Source: an optimization exercise on an open RTL-to-GDS flow (aim: small area, a short achievable clock period and few clock cycles). Production flows keep margins and buffers that such runs may drop. At most, simulation tests tie the RTL to the original design; equivalence was not proved. No activity file was given, so power comes from the tool's default toggle rates.

red:
// smeTop
module smeTop
(
    input  logic       clk,
    input  logic       reset,
    input  logic [7:0] charData,
    input  logic       isString,
    input  logic       isPattern,
    output logic       valid,
    output logic       match,
    output logic [4:0] matchIndex
);
    localparam int S = 32;
    function automatic logic geConst(input logic [4:0] a, input int b);
        logic r;
        r = 1'b1;
        for (int k = 0; k < 5; k++)
        begin
            if (b[k])
                r = a[k] & r;
            else
                r = a[k] | r;
        end
        geConst = r;
    endfunction
    function automatic logic gt5(input logic [4:0] a, input logic [4:0] b);
        logic r;
        r = 1'b0;
        for (int k = 0; k < 5; k++)
        begin
            r = (a[k] & ~b[k]) | (~(a[k] ^ b[k]) & r);
        end
        gt5 = r;
    endfunction
    function automatic logic [4:0] sub5(input logic [4:0] a, input logic [4:0] b);
        logic borrow;
        borrow = 1'b0;
        for (int k = 0; k < 5; k++)
        begin
            sub5[k] = a[k] ^ b[k] ^ borrow;
            borrow = (~a[k] & b[k]) | (~(a[k] ^ b[k]) & borrow);
        end
    endfunction
    function automatic logic [4:0] add5(input logic [4:0] a, input logic [4:0] b);
        logic carry;
        carry = 1'b0;
        for (int k = 0; k < 5; k++)
        begin
            add5[k] = a[k] ^ b[k] ^ carry;
            carry = (a[k] & b[k]) | ((a[k] ^ b[k]) & carry);
        end
    endfunction
    function automatic logic [4:0] inc5(input logic [4:0] a);
        logic carry;
        carry = 1'b1;
        for (int k = 0; k < 5; k++)
        begin
            inc5[k] = a[k] ^ carry;
            carry = a[k] & carry;
        end
    endfunction
    function automatic logic [5:0] highest(input logic [S-1:0] v);
        logic [5:0] n1 [16];
        logic [5:0] n2 [8];
        logic [5:0] n3 [4];
        logic [5:0] n4 [2];
        for (int a = 0; a < 16; a++)
            n1[a] = v[2*a+1] ? {1'b1, 4'd0, 1'b1} : {v[2*a], 5'd0};
        for (int a = 0; a < 8; a++)
            n2[a] = n1[2*a+1][5] ? {1'b1, 3'd0, 1'b1, n1[2*a+1][0]} : {n1[2*a][5], 3'd0, 1'b0, n1[2*a][0]};
        for (int a = 0; a < 4; a++)
            n3[a] = n2[2*a+1][5] ? {1'b1, 2'd0, 1'b1, n2[2*a+1][1:0]} : {n2[2*a][5], 2'd0, 1'b0, n2[2*a][1:0]};
  ...
Size in the first run: roughly 1500 cells after synthesis, roughly 360 flip-flops, roughly 19 I/O pins.
make LEC_CHECK=0 CAP_MARGIN=20 CORE_MARGIN=2 CORE_UTILIZATION=60 CTS_BUF_LIST='sky130_fd_sc_hd__clkbuf_4 sky130_fd_sc_hd__clkbuf_8' CTS_CLUSTER_DIAMETER=60 CTS_CLUSTER_SIZE=14 SETUP_SLACK_MARGIN=4.5 SLEW_MARGIN=20 finish   # period 7.0 ns
run.sh (not shown) runs the stock make flow with config.mk's settings and CLKGATE_MAP_FILE= SYNTH_SCRIPT=/design/flow/synth_recipe.tcl, a recipe that flattens the netlist after the stock synthesis.
What blue does differently from red at the input level:
Settings: CTS_CLUSTER_SIZE removed (was 14); CORE_UTILIZATION changed from 60 to 40; CTS_CLUSTER_DIAMETER removed (was 60).
==> run summary <==
- In the tables for blue and red, number of signal-net buffers in the layout reads lower with blue.
- Global-route usage in blue is 13 points lower than in red
- Comparing blue and red, via count is lower on blue.
- blue: critical path depth 1 below red
- Compared blue vs red, and growth of design area from synthesis to finish is up in blue.
- The clock-buffer cell count in blue is 2.3 times that in red.
For green, these inputs were changed with respect to blue:
Settings: CORE_UTILIZATION: 40 -> 60; SETUP_SLACK_MARGIN: 4.5 -> 5.0; CTS_CLUSTER_DIAMETER: unset -> 60; CTS_CLUSTER_SIZE: unset -> 14.
[summary]
From blue to green the numbers moved as follows: number of non-filler instances in the completed layout fell 216; proportion of power drawn by combinational gates went up by 4.5 points; part of the power in the clock network went down by 13 points.
Going from blue to green, met3 global-route usage grows by 4.8 points.
No run of this note included a check of the RTL's function; only the layout flow was run.

========
Setup of run A:
smeTop, a different RTL version from the one above (not shown whole).
Size in the first run: roughly 1,600 cells after synthesis, roughly 340 flip-flops, ~19 I/O pins, about 0.015 sq mm of cells after synthesis.
make LEC_CHECK=0 CAP_MARGIN=20 CORE_MARGIN=2 CORE_UTILIZATION=70 CTS_BUF_LIST='sky130_fd_sc_hd__clkbuf_4 sky130_fd_sc_hd__clkbuf_8' CTS_CLUSTER_DIAMETER=60 CTS_CLUSTER_SIZE=14 SETUP_SLACK_MARGIN=4.5 SLEW_MARGIN=20 finish   # period 7.0 ns
Testbench counts of run A, summed over its fixed seeds: cycles 6,945.
Setup changes, run A to run B
# run A
export LEC_CHECK = 0
export CAP_MARGIN = 20
export CORE_MARGIN = 2
export CORE_UTILIZATION = 70
export CTS_BUF_LIST = sky130_fd_sc_hd__clkbuf_4 sky130_fd_sc_hd__clkbuf_8
export CTS_CLUSTER_DIAMETER = 60
export CTS_CLUSTER_SIZE = 14
export SETUP_SLACK_MARGIN = 4.5
export SLEW_MARGIN = 20
create_clock -name core_clock -period 7.0 [get_ports {clk}]
# run B
export LEC_CHECK = 0
export CAP_MARGIN = 20
export CORE_MARGIN = 2
export CORE_UTILIZATION = 60
export CTS_BUF_LIST = sky130_fd_sc_hd__clkbuf_4 sky130_fd_sc_hd__clkbuf_8
export CTS_CLUSTER_DIAMETER = 60
export CTS_CLUSTER_SIZE = 14
export SETUP_SLACK_MARGIN = 4.7
export SLEW_MARGIN = 20
create_clock -name core_clock -period 7.0 [get_ports {clk}]
[summary]
Both conditions hold for run B: the flow ran to the end and the final layout passed the timing, design-rule and antenna checks.
On run B: buffers plus inverters on the worst setup path is 1 higher than what run A gave.
In run B, the sequential portion of the cell area came out 2.6 points below the value in run A.
Number of filler cells placed in the layout ended up about 40% higher on run B than on run A.
Looking at part of the power in the clock network, run B sits 1.1 points higher than run A does.
[inputs] run C vs run B
# run B
export LEC_CHECK = 0
export CAP_MARGIN = 20
export CORE_MARGIN = 2
export CORE_UTILIZATION = 60
export CTS_BUF_LIST = sky130_fd_sc_hd__clkbuf_4 sky130_fd_sc_hd__clkbuf_8
export CTS_CLUSTER_DIAMETER = 60
export CTS_CLUSTER_SIZE = 14
export SETUP_SLACK_MARGIN = 4.7
export SLEW_MARGIN = 20
create_clock -name core_clock -period 7.0 [get_ports {clk}]
# run C
export LEC_CHECK = 0
export CAP_MARGIN = 20
export CORE_MARGIN = 2
export CORE_UTILIZATION = 60
export CTS_BUF_LIST = sky130_fd_sc_hd__clkbuf_4 sky130_fd_sc_hd__clkbuf_8
export CTS_CLUSTER_DIAMETER = 60
export CTS_CLUSTER_SIZE = 14
export SETUP_SLACK_MARGIN = 4.4
export SLEW_MARGIN = 20
create_clock -name core_clock -period 7.0 [get_ports {clk}]
Notes after the runs:
Total non-filler cell area in the finished layout ends up lower on run C. Relative to run B, the data-path buffer share of cell area in the final layout of run C is lower by 4.5 points. For the worst hold margin, run C came in 0.0091 ns higher than run B did. The final reports for run C and run B show total number of cells along the worst setup path lower in the former.
Edits applied to the flow inputs when going from run C to run D:
# run C
export LEC_CHECK = 0
export CAP_MARGIN = 20
export CORE_MARGIN = 2
export CORE_UTILIZATION = 60
export CTS_BUF_LIST = sky130_fd_sc_hd__clkbuf_4 sky130_fd_sc_hd__clkbuf_8
export CTS_CLUSTER_DIAMETER = 60
export CTS_CLUSTER_SIZE = 14
export SETUP_SLACK_MARGIN = 4.4
export SLEW_MARGIN = 20
create_clock -name core_clock -period 7.0 [get_ports {clk}]
# run D
export LEC_CHECK = 0
export CAP_MARGIN = 20
export CORE_MARGIN = 2
export CORE_UTILIZATION = 60
export CTS_BUF_LIST = sky130_fd_sc_hd__clkbuf_4 sky130_fd_sc_hd__clkbuf_8
export CTS_CLUSTER_DIAMETER = 60
export CTS_CLUSTER_SIZE = 14
export SETUP_SLACK_MARGIN = 4.5
export SLEW_MARGIN = 20
create_clock -name core_clock -period 7.0 [get_ports {clk}]
## What came out
- Run D vs run C — first-iteration DRC count dropped by more than 10%
- Summary of run D over run C: shortest clock period the worst path allows after layout has decreased, transition time at the pin with the least slew margin has decreased, via count has decreased, final area has increased, reported net switching power has remained practically unchanged.
- Run D vs run C on relative contribution of combinational cells to total power: run D is the higher one.
- or4b_1 as the slowest cell on the critical path was reported by run C, and edfxtp_1 by run D.
- Looking at run C and run D, the storage element area is a wash.

## separate check: timing with driven ports
The flow's constraints put no driver on any port. The routed layouts listed below were extracted and timed again, unchanged, in two steps.
Step 1 sets driving cells, clkbuf_16 on the clock port and buf_2 on the other inputs (assumed; they add their load-dependent delay and slew).
Step 2 adds t to the input delays and takes it off the output delays; t is the mean of the earliest and latest rising clock arrival at the registers after step 1. Input paths then give back, and output paths get back, about the clock's delay inside the block.
Three values: ideal ports, drivers, drivers and shift; two values: the first two.
run | t, ns | slack for setup (ns) | worst data-port slew with drivers (ns) | cell pins on the clock port's net
red | 0.605 | 4.231 / 4.231 / 3.653 | 0.06 | 1
blue | 0.659 | 4.270 / 4.270 / 3.654 | 0.06 | 1
green | 0.644 | 4.279 / 4.278 / 3.634 | 0.08 | 1
run A | 0.655 | 4.307 / 4.307 / 3.771 | 0.07 | 1
run B | 0.669 | 4.317 / 4.317 / 3.763 | 0.08 | 1
run C | 0.679 | 4.372 / 4.372 / 3.745 | 0.06 | 1
run D | 0.675 | 4.443 / 4.400 / 3.861 | 0.06 | 1
After both steps every run listed still meets setup and hold. The setup slack of green, which loses most, moves by -0.001 ns with the drivers and by -0.645 ns with both steps.
